From an optimization exercise on the open Yosys and OpenROAD flow, aimed at small area, a short achievable clock period and few clock cycles per item; shortcuts taken in it are not production practice. Function was not checked in any run shown here: the RTL went through the layout flow alone. Power figures rest on the tool's default switching activity, not on a simulated workload.

==> design/flow/run.sh <==
#!/bin/bash
# synth_recipe.tcl (not shown) runs the flow's synth.tcl, then flattens the netlist and writes it again
# the make line also repeats each setting of config.mk as NAME=value (left out here)
make -C /OpenROAD-flow-scripts/flow DESIGN_CONFIG=/design/flow/config.mk WORK_HOME=/design/flow/orfs CLKGATE_MAP_FILE= SYNTH_SCRIPT=/design/flow/synth_recipe.tcl finish
==> design/flow/config.mk <==
export PLATFORM = sky130hd
export DESIGN_NAME = multichannel_to_mono_pcm16_unit
export DESIGN_NICKNAME = multichannel_to_mono_pcm16_unit
export VERILOG_FILES = /design/flow/design.v
export SDC_FILE = /design/flow/constraint.sdc
export NUM_CORES = 4
export LEC_CHECK = 0
export CAP_MARGIN = 20
export CORE_MARGIN = 2
export CORE_UTILIZATION = 60
export CTS_BUF_LIST = sky130_fd_sc_hd__clkbuf_4 sky130_fd_sc_hd__clkbuf_8
export SLEW_MARGIN = 20
==> design/flow/constraint.sdc <==
create_clock -name core_clock -period 10.0 [get_ports {i_clk}]
set_input_delay 2.0000 -clock core_clock [delete_from_list [all_inputs] [get_ports {i_clk}]]
set_output_delay 2.0000 -clock core_clock [all_outputs]
set_load 0.01 [all_outputs]
==> design/flow/design.v <==
`default_nettype none
package mcmono_pkg;
    localparam int MAX_CHANNELS = 8;
    localparam int                 CFG_IDX_W    = 1;
    localparam int                 CFG_W        = 4;
    localparam int                 CFG_FMT_W    = 2;
    localparam int                 CFG_CH_W     = 4;
    localparam logic [CFG_IDX_W-1:0] CFG_FORMAT   = 1'd0;
    localparam logic [CFG_IDX_W-1:0] CFG_CHANNELS = 1'd1;
    localparam logic [CFG_FMT_W-1:0] FMT_INT16   = 2'd0;
    localparam logic [CFG_FMT_W-1:0] FMT_FLOAT32 = 2'd1;
    localparam logic [CFG_FMT_W-1:0] FMT_RESET   = FMT_FLOAT32;
    localparam logic [CFG_CH_W-1:0]  CH_RESET    = 4'd2;
    localparam int CH_W   = $clog2(MAX_CHANNELS + 1);
    localparam int POS_W  = (MAX_CHANNELS > 1) ? $clog2(MAX_CHANNELS) : 1;
    localparam int SUM_W  = 36;
    localparam int MAG_W  = SUM_W - 1;
    localparam int MUL_W  = 24 + $clog2(MAX_CHANNELS);
    localparam int PROD_W = MUL_W + 15;
    localparam int NUM_W  = MUL_W + 17;
    localparam int DIV_W  = 16 + $clog2(MAX_CHANNELS);
    localparam int CNT_W  = $clog2(DIV_W);
    localparam int FIFO_DEPTH = 2;
    localparam logic [14:0]        PCM_SCALE = 15'd32767;
    localparam logic signed [15:0] PCM_MAX   = 16'sh7FFF;
    localparam logic signed [15:0] PCM_MIN   = 16'sh8000;
    typedef struct packed {
        logic signed [SUM_W-1:0] sum;
        logic                    zero;
        logic                    is_int;
        logic [CH_W-1:0]         ch;
        logic                    pkt_end;
    } t_frame;
endpackage
`default_nettype wire
`default_nettype none
module mcmono_add #(
    parameter int W = 36
) (
    input  wire  [W-1:0] i_a,
    input  wire  [W-1:0] i_b,
    input  wire          i_ci,
    output logic [W-1:0] o_s,
    output logic         o_co
);
    localparam int N = W + 1;
    logic [N-1:0] g, p, cg, cp;
    always_comb begin
        g[0] = i_ci;
        p[0] = 1'b0;
        for (int i = 0; i < W; i++) begin
            g[i+1] = i_a[i] & i_b[i];
            p[i+1] = i_a[i] ^ i_b[i];
        end
        cg = g;
        cp = p;
        for (int l = 1; l < N; l = l * 2) begin
            for (int i = 2 * l - 1; i < N; i = i + 2 * l) begin
                cg[i] = cg[i] | (cp[i] & cg[i-l]);
                cp[i] = cp[i] & cp[i-l];
            end
        end
        for (int l = 64; l >= 1; l = l / 2) begin
            for (int i = 3 * l - 1; i < N; i = i + 2 * l) begin
                cg[i] = cg[i] | (cp[i] & cg[i-l]);
                cp[i] = cp[i] & cp[i-l];
            end
        end
        for (int i = 0; i < W; i++) begin
            o_s[i] = p[i+1] ^ cg[i];
        end
        o_co = cg[N-1];
    end
endmodule
`default_nettype wire
`default_nettype none
module multichannel_to_mono_pcm16_unit (
    input  wire         i_clk,
    input  wire         i_rst_n,
    input  wire         i_cfg_we,
    input  wire [0:0]   i_cfg_index,
    input  wire [3:0]   i_cfg_data,
    input  wire         i_in_valid,
    output logic        o_in_ready,
    input  wire  [31:0] i_sample_bits,
    input  wire         i_silent,
    input  wire         i_packet_last,
    output logic        o_out_valid,
    input  wire         i_out_ready,
    output logic signed [15:0] o_mono_sample,
    output logic        o_packet_end
);
    logic       r_int;       
    logic       r_bad;       
    logic [2:0] r_nm1;       
    logic       r_ready;
    logic [2:0] r_pos;
    logic       r_fsil;
    logic       r_fpend;
    logic [1:0] r_count;     
    logic       accept;
    logic [2:0] pos_n;
    logic [2:0] nm1_n;
    logic       last;
    logic       commit;
    logic       xfer;
    assign accept = i_rst_n && i_in_valid && r_ready;
    assign last   = (r_pos == r_nm1);
    assign commit = accept && last;
    assign xfer   = i_rst_n && o_out_valid && i_out_ready;
    logic [7:0]  e;
    logic        f_big;
    logic        f_inr;
    logic [4:0]  f_sh;
    logic [30:0] f_shv;
    logic [31:0] f_mag;
    logic [31:0] i_val;
    assign e     = i_sample_bits[30:23];
    assign f_big = (e >= 8'd134) && !((e == 8'hFF) && (i_sample_bits[22:0] != 23'd0));
    assign f_inr = (e >= 8'd103) && (e <= 8'd133);
    always_comb begin
        case (e[4:0])
            5'd0: f_sh = 5'd5;
            5'd1: f_sh = 5'd4;
            5'd2: f_sh = 5'd3;
            5'd3: f_sh = 5'd2;
            5'd4: f_sh = 5'd1;
            5'd5: f_sh = 5'd0;
            5'd6: f_sh = 5'd31;
            5'd7: f_sh = 5'd30;
            5'd8: f_sh = 5'd29;
            5'd9: f_sh = 5'd28;
            5'd10: f_sh = 5'd27;
            5'd11: f_sh = 5'd26;
            5'd12: f_sh = 5'd25;
            5'd13: f_sh = 5'd24;
            5'd14: f_sh = 5'd23;
            5'd15: f_sh = 5'd22;
            5'd16: f_sh = 5'd21;
            5'd17: f_sh = 5'd20;
            5'd18: f_sh = 5'd19;
            5'd19: f_sh = 5'd18;
            5'd20: f_sh = 5'd17;
            5'd21: f_sh = 5'd16;
            5'd22: f_sh = 5'd15;
            5'd23: f_sh = 5'd14;
            5'd24: f_sh = 5'd13;
            5'd25: f_sh = 5'd12;
            5'd26: f_sh = 5'd11;
            5'd27: f_sh = 5'd10;
            5'd28: f_sh = 5'd9;
            5'd29: f_sh = 5'd8;
            5'd30: f_sh = 5'd7;
            5'd31: f_sh = 5'd6;
            default: f_sh = 5'd0;
        endcase
    end
    assign f_shv = {1'b1, i_sample_bits[22:0], 7'b0} >> f_sh;
    assign f_mag = f_big ? 32'h8000_0000 : (f_inr ? {1'b0, f_shv} : 32'd0);
    assign i_val = {{7{i_sample_bits[15]}}, i_sample_bits[15:0], 9'b0};
    logic [31:0] v_op;
    logic        v_inv;
    logic        v_ext;
    logic        v_last;
    logic        v_zero;
    logic        v_pend;
    always_ff @(posedge i_clk) begin
        v_op    <= accept ? (r_int ? i_val : f_mag) : 32'd0;
        v_inv   <= accept && !r_int && i_sample_bits[31];
        v_ext   <= accept && (r_int ? i_sample_bits[15] : i_sample_bits[31]);
        v_last  <= commit;
        v_zero  <= r_fsil || i_silent || r_bad;
        v_pend  <= r_fpend || i_packet_last;
    end
    logic [35:0] r_acc;
    logic [35:0] sum;
    logic [35:0] addend;
    logic [35:0] acc_in;
    logic        s_neg;
    logic [10:0] s_hx;
    logic        s_sat;
    logic        s_an;
    logic        s_cy;
    logic [3:0]  v_n;
    assign v_n    = {1'b0, r_nm1} + 4'd1;
    assign addend = {{4{v_ext}}, v_op ^ {32{v_inv}}};
    assign acc_in = r_acc;
    mcmono_add #(.W(36)) u_acc_add (
        .i_a  (acc_in),
        .i_b  (addend),
        .i_ci (v_inv),
        .o_s  (sum),
        .o_co ()
    );
    assign s_neg  = sum[35];
    assign s_hx   = sum[34:24] ^ {11{s_neg}};
    assign s_sat  = (s_hx[10:3] != 8'd0) || (s_hx[2:0] > r_nm1);
    assign s_an   = s_neg || ((sum[34:12] == 23'd0) && (sum[11:8] < v_n));
    assign s_cy   = (sum[14:12] == 3'd0) &&
                    ((sum[11:8] < v_n) || ((sum[11:8] == v_n) && (sum[7:0] == 8'd0) && !s_an));
    always_ff @(posedge i_clk) begin
        if (!i_rst_n) begin
            r_acc <= {24'd0, 4'd2, 8'd0};
        end else if (i_cfg_we || v_last) begin
            r_acc <= {24'd0, {1'b0, nm1_n} + 4'd1, 8'd0};
        end else begin
            r_acc <= sum;
        end
    end
    logic        p_valid;
    logic [27:0] p_b;            
    logic        p_bs;           
    logic        p_cy;
    logic        p_sat;
    logic        p_zero;
    logic        p_pend;
    logic [2:0]  p_nm1;
    logic        p_move;
    always_ff @(posedge i_clk) begin
        if (v_last) begin
            p_b    <= sum[27:0];
            p_bs   <= s_neg;
            p_cy   <= s_cy;
            p_sat  <= s_sat;
            p_zero <= v_zero;
            p_pend <= v_pend;
            p_nm1  <= r_nm1;
        end
    end
    logic [28:0] ys;
    logic [18:0] x;
    logic [18:0] xs;
    logic [1:0]  p_k;
    logic        p_d1;
    logic [1:0]  p_dsel;         
    logic        fast;
    logic [15:0] fast_q;
    logic        xsgn;
    mcmono_add #(.W(29)) u_y_add (
        .i_a  ({p_b[27], p_b}),
        .i_b  ({{16{~p_b[27]}}, ~p_b[27:15]}),
        .i_ci (p_cy),
        .o_s  (ys),
        .o_co ()
    );
    assign x  = ys[27:9];
    always_comb begin
        case (p_nm1)
            3'd1, 3'd5: p_k = 2'd1;
            3'd3:       p_k = 2'd2;
            3'd7:       p_k = 2'd3;
            default:    p_k = 2'd0;
        endcase
        case (p_nm1)
            3'd0, 3'd1, 3'd3, 3'd7: p_d1 = 1'b1;
            default:                p_d1 = 1'b0;
        endcase
        case (p_nm1)
            3'd4:    p_dsel = 2'd1;
            3'd6:    p_dsel = 2'd2;
            default: p_dsel = 2'd0;
        endcase
    end
    always_comb begin
        case (p_k)
            2'd1:    xs = {{1{x[18]}}, x[18:1]};
            2'd2:    xs = {{2{x[18]}}, x[18:2]};
            2'd3:    xs = {{3{x[18]}}, x[18:3]};
            default: xs = x;
        endcase
    end
    assign xsgn   = xs[18];
    assign fast   = p_zero || p_sat || p_d1;
    assign fast_q = p_zero ? 16'd0 :
                    p_sat  ? (p_bs ? 16'h8001 : 16'h7FFF) :
                             xs[15:0];
    logic        o_valid;
    logic        o_busy;
    logic [14:0] o_sh;
    logic        o_sign;
    logic        o_pend;
    logic [2:0]  o_rem;
    logic [1:0]  o_dsel;
    logic [2:0]  o_cnt;
    logic        out_take;
    assign out_take = !o_busy && (!o_valid || i_out_ready);
    assign p_move   = p_valid && out_take;
    logic [5:0] dt;
    logic [5:0] f3, f5, f7;      
    logic [5:0] dres;
    assign dt = {o_rem, o_sh[14:12]};
    always_comb begin
        case (dt)
            6'd0: f3 = 6'b000000;
            6'd1: f3 = 6'b000001;
            6'd2: f3 = 6'b000010;
            6'd3: f3 = 6'b001000;
            6'd4: f3 = 6'b001001;
            6'd5: f3 = 6'b001010;
            6'd6: f3 = 6'b010000;
            6'd7: f3 = 6'b010001;
            6'd8: f3 = 6'b010010;
            6'd9: f3 = 6'b011000;
            6'd10: f3 = 6'b011001;
            6'd11: f3 = 6'b011010;
            6'd12: f3 = 6'b100000;
            6'd13: f3 = 6'b100001;
            6'd14: f3 = 6'b100010;
            6'd15: f3 = 6'b101000;
            6'd16: f3 = 6'b101001;
            6'd17: f3 = 6'b101010;
            6'd18: f3 = 6'b110000;
            6'd19: f3 = 6'b110001;
            6'd20: f3 = 6'b110010;
            6'd21: f3 = 6'b111000;
            6'd22: f3 = 6'b111001;
            6'd23: f3 = 6'b111010;
            default: f3 = 6'bxxxxxx;
        endcase
        case (dt)
            6'd0: f5 = 6'b000000;
            6'd1: f5 = 6'b000001;
            6'd2: f5 = 6'b000010;
            6'd3: f5 = 6'b000011;
            6'd4: f5 = 6'b000100;
            6'd5: f5 = 6'b001000;
            6'd6: f5 = 6'b001001;
            6'd7: f5 = 6'b001010;
            6'd8: f5 = 6'b001011;
            6'd9: f5 = 6'b001100;
            6'd10: f5 = 6'b010000;
            6'd11: f5 = 6'b010001;
            6'd12: f5 = 6'b010010;
            6'd13: f5 = 6'b010011;
            6'd14: f5 = 6'b010100;
            6'd15: f5 = 6'b011000;
            6'd16: f5 = 6'b011001;
            6'd17: f5 = 6'b011010;
            6'd18: f5 = 6'b011011;
            6'd19: f5 = 6'b011100;
            6'd20: f5 = 6'b100000;
            6'd21: f5 = 6'b100001;
            6'd22: f5 = 6'b100010;
            6'd23: f5 = 6'b100011;
            6'd24: f5 = 6'b100100;
            6'd25: f5 = 6'b101000;
            6'd26: f5 = 6'b101001;
            6'd27: f5 = 6'b101010;
            6'd28: f5 = 6'b101011;
            6'd29: f5 = 6'b101100;
            6'd30: f5 = 6'b110000;
            6'd31: f5 = 6'b110001;
            6'd32: f5 = 6'b110010;
            6'd33: f5 = 6'b110011;
            6'd34: f5 = 6'b110100;
            6'd35: f5 = 6'b111000;
            6'd36: f5 = 6'b111001;
            6'd37: f5 = 6'b111010;
            6'd38: f5 = 6'b111011;
            6'd39: f5 = 6'b111100;
            default: f5 = 6'bxxxxxx;
        endcase
        case (dt)
            6'd0: f7 = 6'b000000;
            6'd1: f7 = 6'b000001;
            6'd2: f7 = 6'b000010;
            6'd3: f7 = 6'b000011;
            6'd4: f7 = 6'b000100;
            6'd5: f7 = 6'b000101;
            6'd6: f7 = 6'b000110;
            6'd7: f7 = 6'b001000;
            6'd8: f7 = 6'b001001;
            6'd9: f7 = 6'b001010;
            6'd10: f7 = 6'b001011;
            6'd11: f7 = 6'b001100;
            6'd12: f7 = 6'b001101;
            6'd13: f7 = 6'b001110;
            6'd14: f7 = 6'b010000;
            6'd15: f7 = 6'b010001;
            6'd16: f7 = 6'b010010;
            6'd17: f7 = 6'b010011;
            6'd18: f7 = 6'b010100;
            6'd19: f7 = 6'b010101;
            6'd20: f7 = 6'b010110;
            6'd21: f7 = 6'b011000;
            6'd22: f7 = 6'b011001;
            6'd23: f7 = 6'b011010;
            6'd24: f7 = 6'b011011;
            6'd25: f7 = 6'b011100;
            6'd26: f7 = 6'b011101;
            6'd27: f7 = 6'b011110;
            6'd28: f7 = 6'b100000;
            6'd29: f7 = 6'b100001;
            6'd30: f7 = 6'b100010;
            6'd31: f7 = 6'b100011;
            6'd32: f7 = 6'b100100;
            6'd33: f7 = 6'b100101;
            6'd34: f7 = 6'b100110;
            6'd35: f7 = 6'b101000;
            6'd36: f7 = 6'b101001;
            6'd37: f7 = 6'b101010;
            6'd38: f7 = 6'b101011;
            6'd39: f7 = 6'b101100;
            6'd40: f7 = 6'b101101;
            6'd41: f7 = 6'b101110;
            6'd42: f7 = 6'b110000;
            6'd43: f7 = 6'b110001;
            6'd44: f7 = 6'b110010;
            6'd45: f7 = 6'b110011;
            6'd46: f7 = 6'b110100;
            6'd47: f7 = 6'b110101;
            6'd48: f7 = 6'b110110;
            6'd49: f7 = 6'b111000;
            6'd50: f7 = 6'b111001;
            6'd51: f7 = 6'b111010;
            6'd52: f7 = 6'b111011;
            6'd53: f7 = 6'b111100;
            6'd54: f7 = 6'b111101;
            6'd55: f7 = 6'b111110;
            default: f7 = 6'bxxxxxx;
        endcase
    end
    assign dres = ({6{o_dsel == 2'd0}} & f3) | ({6{o_dsel == 2'd1}} & f5) | ({6{o_dsel == 2'd2}} & f7);
    always_ff @(posedge i_clk) begin
        if (!i_rst_n) begin
            o_valid <= 1'b0;
            o_busy  <= 1'b0;
        end else if (p_move) begin
            o_pend <= p_pend;
            o_sign <= fast ? fast_q[15] : xsgn;
            if (fast) begin
                o_sh    <= fast_q[14:0];
                o_valid <= 1'b1;
                o_busy  <= 1'b0;
            end else begin
                o_sh    <= xs[14:0] ^ {15{xsgn}};
                o_rem   <= xs[17:15] ^ {3{xsgn}};
                o_dsel  <= p_dsel;
                o_cnt   <= 3'd4;
                o_valid <= 1'b0;
                o_busy  <= 1'b1;
            end
        end else if (o_busy) begin
            o_sh  <= {o_sh[11:0], dres[5:3] ^ {3{o_sign}}};
            o_rem <= dres[2:0];
            o_cnt <= o_cnt - 3'd1;
            if (o_cnt == 3'd0) begin
                o_busy  <= 1'b0;
                o_valid <= 1'b1;
            end
        end else if (i_out_ready) begin
            o_valid <= 1'b0;
        end
    end
    assign o_out_valid   = o_valid;
    assign o_mono_sample = {o_sign, o_sh};
    assign o_packet_end  = o_pend;
    logic [1:0] count_n;
    logic       int_n;
    logic       bad_n;
    always_comb begin
        int_n = r_int;
        bad_n = r_bad;
        nm1_n = r_nm1;
        pos_n = r_pos;
        if (i_cfg_we) begin
            if (i_cfg_index == 1'b0) begin
                int_n = (i_cfg_data[1:0] == 2'd0);
                bad_n = i_cfg_data[1];
            end else begin
                nm1_n = (i_cfg_data == 4'd0) ? 3'd0 :
                        (i_cfg_data > 4'd8)  ? 3'd7 : 3'(i_cfg_data - 4'd1);
            end
            pos_n = 3'd0;
        end else if (accept) begin
            pos_n = last ? 3'd0 : r_pos + 3'd1;
        end
        count_n = r_count + {1'b0, commit} - {1'b0, xfer};
    end
    always_ff @(posedge i_clk) begin
        if (!i_rst_n) begin
            r_int   <= 1'b0;
            r_bad   <= 1'b0;
            r_nm1   <= 3'd1;
            r_pos   <= 3'd0;
            r_fsil  <= 1'b0;
            r_fpend <= 1'b0;
            r_count <= 2'd0;
            r_ready <= 1'b1;
            p_valid <= 1'b0;
        end else begin
            r_int   <= int_n;
            r_bad   <= bad_n;
            r_nm1   <= nm1_n;
            r_pos   <= pos_n;
            r_count <= count_n;
            r_ready <= (count_n < 2'd2) || (pos_n != nm1_n);
            if (i_cfg_we || (accept && last)) begin
                r_fsil  <= 1'b0;
                r_fpend <= 1'b0;
            end else if (accept) begin
                r_fsil  <= r_fsil || i_silent;
                r_fpend <= r_fpend || i_packet_last;
            end
            if (v_last) begin
                p_valid <= 1'b1;
            end else if (p_move) begin
                p_valid <= 1'b0;
            end
        end
    end
    assign o_in_ready = r_ready;
endmodule
`default_nettype wire
==> impl_metrics.json, run 1 <==
{
  "status": "complete, no violations",
  "clk_pin_slew_ns": 0.10,
  "path_cells": "clkdlybuf4s50_1 -> nand3_1 -> a211oi_1 -> a41oi_1 -> nor3_1 -> nand2_1 -> nor2_1 -> nand2_1 -> o31ai_1",
  "synth_top_area_share_pct": 15.7,
  "finalInstanceArea_mm2": 0.0128,
  "worstSetupPathType": "input port to flip-flop",
  "critical_path_required_ns": 10.38,
  "skew_ns": 0.0171,
  "synth_top_flop_cell": "dfxtp_1",
  "vdd_drop_max_mv": 0.105,
  "avgSynthCellArea_um2": 8.67,
  "p_int_w": 0.00101,
  "endpoint_kind": "flip-flop",
  "layout_commonest_cell": "nand2_1",
  "grtUsageTotal_pct": 29.5,
  "htree_levels": 4,
  "antenna_found_initial": 0,
  "worst_hold_path_type": "flip-flop to flip-flop",
  "grt_max_degree": 46,
  "hold_violations": 0,
  "relSlewSlack_pct": 24.6,
  "leakage_nw": 5.46,
  "dieArea_mm2": 0.0205,
  "drtAntennaViolNets": 0,
  "combinationalPowerShare_pct": 20.5,
  "area_delta_synth_final_pct": 9.78,
  "io_pins": 63,
  "wl_per_cell_um": 18.0,
  "cts_hold_buffers": 0,
  "synthesis.area_mm2": 0.0116,
  "place_hpwl_um": 22300,
  "gp_congestion": 0.948,
  "drc": 0,
  "fp.dieH_um": 143,
  "crit_family": "simple AND/OR/NAND/NOR gates",
  "dr.pass1.iters": 5,
  "cp_slowest_cell": "clkdlybuf4s50_1",
  "cp_data_arrival_time_ns": 5.44,
  "grt_pass1_wl_um": 47700,
  "async_reset_ff_share_pct": 0,
  "yosysWarningCount": 3,
  "cts_tree": "yes",
  "coreArea_mm2": 0.0189,
  "fin_setup_tns_ns": 0,
  "layout-drive-gt1-share_pct": 5.90,
  "startpoint_type": "input port",
  "fin_crit_sh_pct": 50.6,
  "most-common-layout-cells": "nand2_1, o21ai_0, inv_1, nor2_1, dfxtp_1",
  "finish.utilization_pct": 67.7,
  "viasPerCell": 6.02,
  "synth_edf_count": 61,
  "power_density_mw_per_mm2": 114,
  "synth.distinct_cells": 74,
  "nets": 1517,
  "clock_latency_ns": 0.47,
  "cts_buffer_depth": 2,
  "drv_cap": 0,
  "cts_buffers": 17,
  "grt_pass1_vias": 9315,
  "via_count": 9833,
  "cpMostUsedCell": "nand2_1",
  "routed_wl_um": 29400,
  "cts_root_buffer": "clkbuf_8",
  "p_clk_share_pct": 34.2,
  "post_dp_cell_area_mm2": 0.0124,
  "finalSetupViolCount": 0,
  "synth.area.top_cells": "edfxtp_1, dfxtp_1, ha_1",
  "synth_seq_cells": 150,
  "cts_sinks": 150,
  "syn_nets": 1499,
  "fp-row-count": 50,
  "fmax_mhz": 198,
  "yosysTopAreaCell": "edfxtp_1",
  "min_period_ns": 5.06,
  "switching_share_pct": 31.3,
  "cts_resized": 0,
  "drt_iter0_drc": 491,
  "sequentialPowerShare_pct": 45.3,
  "critPathMaxStageDelay_ns": 1.16,
  "postSynthCellCount": 1343,
  "tightestPinTransition_ns": 1.12,
  "rsz0062_at_grt": "false",
  "drv_slew": 0,
  "cp_max_fo": 30,
  "globalRouteOverflowTotal": 0,
  "path_buf_inv": 1,
  "fp.dieW_um": 143,
  "yosysSeqAreaShare_pct": 31.0,
  "start_util_pct": 61.7,
  "post_cts_buffers": 0,
  "port_buffers": 62,
  "diodes": 0,
  "switchingPower_w": 0.000458
}
## worst register-to-register path: cells and delay by family, from the launching register on
kind,cells,cell delay (ns)
adders and majority gates,2,0.93
xor gates and xnor gates,1,0.29
buffers and inverters,1,0.40
AOI/OAI and AO/OA,9,2.04
and+or+nand+nor,2,0.70
DFF,1,0.31
## stage by stage
| stage | hold WS [ns] | instances | setup WS [ns] | total power, W |
|---|---|---|---|---|
| after global placement | 0.389 | 1602 | 4.58 | 0.000966 |
| after detailed placement | 0.393 | 1602 | 4.53 | 0.000972 |
| after global routing | 0.419 | 1634 | 4.66 | 0.00152 |
| after floorplan | 0.386 | 1343 | 5.47 | 0.000880 |
| after CTS | 0.412 | 1634 | 5.03 | 0.00147 |
| final | 0.412 | 1634 | 4.94 | 0.00146 |
## flip-flops by register name, summed over array words and instances (netlist names), 2 cells and up
signal   count
o_sh        15
o_rem        3
o_dsel       2
r_nm1        3
r_acc       36
r_count      2
v_op        32
r_pos        3
p_nm1        3
p_b         28
o_cnt        3
## cell usage after synthesis, types with 7 or more instances
master,count
a211oi_1,20
a21o_1,24
a21oi_1,84
a22o_1,8
a31oi_1,17
and2_1,10
and3_1,19
buf_2,11
clkbuf_1,56
dfxtp_1,89
edfxtp_1,61
fa_1,26
ha_1,86
inv_1,100
mux2_2,9
mux2i_1,36
mux4_2,10
nand2_1,130
nand2b_1,11
nand3_1,32
nor2_1,96
nor2b_1,18
nor3_1,20
o211ai_1,28
o21a_1,13
o21ai_0,114
o21bai_1,7
o221ai_1,11
xnor2_1,31
xor2_1,58
## area by class of cell
class | count | area [µm²]
Clock buffer | 17 | 234
Clock inverter | 15 | 181
Fill cell | 1599 | 6100
Inverter | 102 | 383
Multi-Input combinational cell | 1015 | 7330
Sequential cell | 150 | 3610
Tap cell | 260 | 325
Timing Repair Buffer | 75 | 718
## kinds of logic after synthesis
logic type | Yosys count | share of synthesized area, %
AOI/OAI and AO/OA | 387 | 21.7
and+or+nand+nor | 370 | 14.7
buffers and inverters | 178 | 6.05
DFF | 150 | 31.0
adders and majority gates | 113 | 13.8
xor gates and xnor gates | 89 | 6.69
muxes | 56 | 6.03
## per-layer routing
metal / routed length [µm] / global-route usage (%) / vias up
met1: 12600 / 37.0 / 4654
met2: 14800 / 52.4 / 270
met4: 809 / 9.65 / 0
met5: 0 / 0 / -
met3: 1170 / 4.30 / 55
li1: - / - / 4854
## power by group through the flow
stage	registers [W]	clock network, W	logic [W]
floorplan	0.000673	0	0.000207
global placement	0.000676	0	0.000290
detailed placement	0.000676	0	0.000295
CTS	0.000663	0.000508	0.000297
global route	0.000664	0.000528	0.000332
finish	0.000663	0.000501	0.000300
## path summary, 6_finish.rpt
kind,slack [ns],cells past startpoint,start,to
min,0.41,0,v_zero$_DFF_P_,p_zero$_DFFE_PP_
min reg2reg,0.41,0,v_zero$_DFF_P_,p_zero$_DFFE_PP_
max reg2reg,5.08,15,v_inv$_DFF_P_,p_sat$_DFFE_PP_
max,4.94,9,i_sample_bits[23],v_op[30]$_SDFF_PN0_
==> run 2, diff against run 1 <==
--- a/design/flow/design.v
+++ b/design/flow/design.v
@@ -118,43 +118,7 @@
     assign e     = i_sample_bits[30:23];
     assign f_big = (e >= 8'd134) && !((e == 8'hFF) && (i_sample_bits[22:0] != 23'd0));
     assign f_inr = (e >= 8'd103) && (e <= 8'd133);
-    always_comb begin
-        case (e[4:0])
-            5'd0: f_sh = 5'd5;
-            5'd1: f_sh = 5'd4;
-            5'd2: f_sh = 5'd3;
-            5'd3: f_sh = 5'd2;
-            5'd4: f_sh = 5'd1;
-            5'd5: f_sh = 5'd0;
-            5'd6: f_sh = 5'd31;
-            5'd7: f_sh = 5'd30;
-            5'd8: f_sh = 5'd29;
-            5'd9: f_sh = 5'd28;
-            5'd10: f_sh = 5'd27;
-            5'd11: f_sh = 5'd26;
-            5'd12: f_sh = 5'd25;
-            5'd13: f_sh = 5'd24;
-            5'd14: f_sh = 5'd23;
-            5'd15: f_sh = 5'd22;
-            5'd16: f_sh = 5'd21;
-            5'd17: f_sh = 5'd20;
-            5'd18: f_sh = 5'd19;
-            5'd19: f_sh = 5'd18;
-            5'd20: f_sh = 5'd17;
-            5'd21: f_sh = 5'd16;
-            5'd22: f_sh = 5'd15;
-            5'd23: f_sh = 5'd14;
-            5'd24: f_sh = 5'd13;
-            5'd25: f_sh = 5'd12;
-            5'd26: f_sh = 5'd11;
-            5'd27: f_sh = 5'd10;
-            5'd28: f_sh = 5'd9;
-            5'd29: f_sh = 5'd8;
-            5'd30: f_sh = 5'd7;
-            5'd31: f_sh = 5'd6;
-            default: f_sh = 5'd0;
-        endcase
-    end
+    assign f_sh  = 5'd5 - e[4:0];                        
     assign f_shv = {1'b1, i_sample_bits[22:0], 7'b0} >> f_sh;
     assign f_mag = f_big ? 32'h8000_0000 : (f_inr ? {1'b0, f_shv} : 32'd0);
     assign i_val = {{7{i_sample_bits[15]}}, i_sample_bits[15:0], 9'b0};
@@ -165,7 +129,7 @@
     logic        v_zero;
     logic        v_pend;
     always_ff @(posedge i_clk) begin
-        v_op    <= accept ? (r_int ? i_val : f_mag) : 32'd0;
+        v_op    <= accept ? (r_int ? i_val : (f_mag ^ {32{i_sample_bits[31]}})) : 32'd0;
         v_inv   <= accept && !r_int && i_sample_bits[31];
         v_ext   <= accept && (r_int ? i_sample_bits[15] : i_sample_bits[31]);
         v_last  <= commit;
@@ -183,7 +147,7 @@
     logic        s_cy;
     logic [3:0]  v_n;
     assign v_n    = {1'b0, r_nm1} + 4'd1;
-    assign addend = {{4{v_ext}}, v_op ^ {32{v_inv}}};
+    assign addend = {{4{v_ext}}, v_op};
     assign acc_in = r_acc;
     mcmono_add #(.W(36)) u_acc_add (
         .i_a  (acc_in),
==> run 2 against run 1 <==
  * Critical path type is now flip-flop to flip-flop
  * Non-clock buffer count shrank 1
  * Cell area grew 1.4%
  * Still clean
  * Sequential share of layout area shrank 0.38 points
  * Critical endpoint is now p_sat$_DFFE_PP_
  * Critical path depth grew 10
==> impl_metrics.json, run 2 <==
{
  "fp.dieH_um": 145,
  "synth.distinct_cells": 78,
  "use_met1_pct": 37.1,
  "use_met3_pct": 3.55,
  "avgSynthCellArea_um2": 8.83,
  "drt_iter0_drc": 658,
  "dr.pass1.iters": 7,
  "cp_max_fo": 4,
  "post-synth-top-count-cell": "nand2_1",
  "place_hpwl_um": 22500,
  "layout-drive-gt1-share_pct": 7.04,
  "rsz0062_at_grt": "false",
  "fp.dieW_um": 145,
  "p_clk_share_pct": 31.1,
  "leakage_nw": 5.36,
  "p_int_w": 0.000988,
  "largest_reg_flops": 36,
  "largest_registers": "r_acc x36, v_op x32, p_b x28",
  "combinationalPowerShare_pct": 22.1,
  "relSlewSlack_pct": 35.4,
  "finalInstanceArea_mm2": 0.0130,
  "yosysWarningCount": 3,
  "finalSetupViolCount": 0,
  "cts_resized": 0,
  "diodes": 0,
  "sequentialPowerShare_pct": 46.8,
  "path_cells": "ha_1 -> a21oi_1 -> nor2b_1 -> o21ai_0 -> nor2b_1 -> a21oi_2 -> nor2_1 -> nor2b_1 -> o21ai_0 -> nand2b_1 -> fa_1 -> xor2_1 -> xnor2_1 -> ha_1 -> o21ai_0 -> a32oi_1 -> or4_1 -> nor2_1 -> a2111oi_1",
  "dieArea_mm2": 0.0210,
  "skew_ns": 0.0148,
  "synthesis.area_mm2": 0.0119,
  "yosysTopAreaCell": "edfxtp_1",
  "fmax_mhz": 205,
  "multi_input_area_mm2": 0.00762,
  "drv_slew": 0,
  "cts_buffers": 17,
  "cts_buffer_depth": 2,
  "hold_violations": 0,
  "cp_slowest_cell": "a2111oi_1",
  "cts_hold_buffers": 0,
  "endpoint_kind": "flip-flop",
  "worst_hold_path_type": "flip-flop to flip-flop",
  "vdd_drop_max_mv": 0.0811,
  "post_cts_buffers": 0,
  "yosysSeqAreaShare_pct": 30.3,
  "layout_commonest_cell": "nand2_1",
  "switchingPower_w": 0.000451,
  "cp_data_arrival_time_ns": 5.05,
  "power_density_mw_per_mm2": 111,
  "grt_busiest_layer": "met2",
  "postSynthCellCount": 1350,
  "grt_pass1_vias": 9199,
  "crit_family": "compound AO/OA/AOI/OAI gates",
  "globalRouteOverflowTotal": 0,
  "fp-row-count": 51,
  "groute.layer.met2.usage_pct": 48.3,
  "routed_wl_um": 29800,
  "area_delta_synth_final_pct": 8.76,
  "io_pins": 63,
  "worstSetupPathType": "flip-flop to flip-flop",
  "grtUsageTotal_pct": 28.5,
  "critPathMaxStageDelay_ns": 0.60,
  "seqCellArea_mm2": 0.00361,
  "synth_seq_cells": 150,
  "tightestPinTransition_ns": 0.968,
  "synth_top_flop_cell": "dfxtp_1",
  "fillers": 1658,
  "htree_levels": 4,
  "grt_max_degree": 45,
  "async_reset_ff_share_pct": 0,
  "clock_latency_ns": 0.45,
  "synth_edf_count": 61,
  "min_period_ns": 4.88,
  "fin_crit_sh_pct": 48.8,
  "yosys-top-cells-count": "nand2_1, nor2_1, o21ai_0",
  "cts_sinks": 150,
  "drtAntennaViolNets": 0,
  "synth_top_area_share_pct": 15.4,
  "fin_setup_tns_ns": 0,
  "coreArea_mm2": 0.0195,
  "gp_congestion": 0.935,
  "drv_cap": 0,
  "antenna_found_initial": 0,
  "path_buf_inv": 0,
  "switching_share_pct": 31.3,
  "cts_root_buffer": "clkbuf_8",
  "top_register": "r_acc",
  "syn_nets": 1508,
  "startpoint_type": "flip-flop",
  "drc": 0,
  "post_dp_cell_area_mm2": 0.0126,
  "status": "complete, no violations",
  "synth.area.top_cells": "edfxtp_1, dfxtp_1, ha_1",
  "nets": 1523,
  "via_count": 9850,
  "start_util_pct": 61.3,
  "clk_pin_slew_ns": 0.09,
  "grt_pass1_wl_um": 48300,
  "port_buffers": 62,
  "viasPerCell": 6.00,
  "critical_path_required_ns": 10.17,
  "wl_per_cell_um": 18.2,
  "cts_tree": "yes",
  "most-common-layout-cells": "nand2_1, nor2_1, o21ai_0, dfxtp_1"
}
[run 2: worst paths after layout]
| check | slack (ns) | cells after the start | to | from |
|---|---|---|---|---|
| setup reg to reg | 5.12 | 19 | p_sat$_DFFE_PP_ | v_op[12]$_SDFF_PN0_ |
| hold reg to reg | 0.42 | 0 | p_zero$_DFFE_PP_ | v_zero$_DFF_P_ |
| hold / removal | 0.42 | 0 | p_zero$_DFFE_PP_ | v_zero$_DFF_P_ |
| setup / recovery | 5.12 | 19 | p_sat$_DFFE_PP_ | v_op[12]$_SDFF_PN0_ |
[run 2: cells by family (layout without fill, tap and decap cells)]
group                    after synthesis  in the layout  synth area share [%]
AO/OA/AOI/OAI                        360            360                  19.6
XOR/XNOR                              93             93                  6.89
adder cells (fa/ha/maj)              115            115                  13.7
buffers and inverters                164            192                  5.80
flip-flops                           150            150                  30.3
multiplexers                          56             56                  7.08
AND/OR/NAND/NOR                      412            412                  16.6
[run 2: power by group through the flow]
| stage | Clock (W) | Combinational, W | Sequential [W] |
|---|---|---|---|
| CTS | 0.000456 | 0.000314 | 0.000673 |
| finish | 0.000447 | 0.000318 | 0.000673 |
| floorplan | 0 | 0.000227 | 0.000680 |
| detailed placement | 0 | 0.000313 | 0.000687 |
| global placement | 0 | 0.000309 | 0.000687 |
| global route | 0.000483 | 0.000354 | 0.000675 |
[run 2: metal layers]
layer	wire length, µm	vias up
li1	-	4876
met1	13100	4640
met2	14500	266
met3	1150	68
met4	1110	0
met5	0	-
[run 2: final cells by class]
class                   count  area share [%]
multi-input cells        1036            58.8
repair buffers             74            5.44
inverters                  86            2.49
well taps                 265            2.56
clock buffers              18            1.86
clock inverters            14           0.975
flip-flops and latches    150            27.9
[run 2: metrics by stage]
step / util [%] / instances / hold slack (ns) / total power [W] / setup slack (ns)
2_1_floorplan: - / 1350 / 0.386 / 0.000907 / 5.94
3_3_place_gp: 64.7 / 1611 / 0.388 / 0.000997 / 4.81
3_5_place_dp: 64.7 / 1611 / 0.392 / 0.00100 / 4.79
4_1_cts: 66.6 / 1643 / 0.413 / 0.00144 / 5.10
5_1_grt: 66.6 / 1643 / 0.425 / 0.00151 / 4.80
6_report: 66.6 / 1643 / 0.415 / 0.00144 / 5.12
[run 2: worst register-to-register path: stages (launching register included)]
cell and delay [ns]:
dfxtp_1 0.35, ha_1 0.36, a21oi_1 0.16, nor2b_1 0.06, o21ai_0 0.39, nor2b_1 0.29
a21oi_2 0.11, nor2_1 0.20, nor2b_1 0.07, o21ai_0 0.14, nand2b_1 0.10, fa_1 0.43
xor2_1 0.35, xnor2_1 0.14, ha_1 0.30, o21ai_0 0.08, a32oi_1 0.26, or4_1 0.20
nor2_1 0.05, a2111oi_1 0.60

[what the ideal ports hide]
Ports are ideal in the flow. The routed layouts listed here were re-timed in OpenROAD.
Step 1 sets driving cells, clkbuf_16 on the clock port and buf_2 on the other inputs (assumed; they add their load-dependent delay and slew).
Step 2, shift: input delay + t, output delay - t, t = (earliest + latest rising clock arrival at the registers) / 2. This alone moves slack from input paths to output paths.
Three values: ideal, step 1, step 2; two values: the first two.
run	t, ns	setup slack, ns	hold WS [ns]
run 1	0.508	4.942 / 4.960 / 4.452	0.412 / 0.412 / 0.412
run 2	0.486	5.117 / 5.117 / 4.764	0.415 / 0.415 / 0.415
After both steps setup and hold are still met in every run listed. For run 1, which loses most, drivers alone change the setup slack by +0.018 ns; drivers and shift together by -0.490 ns.
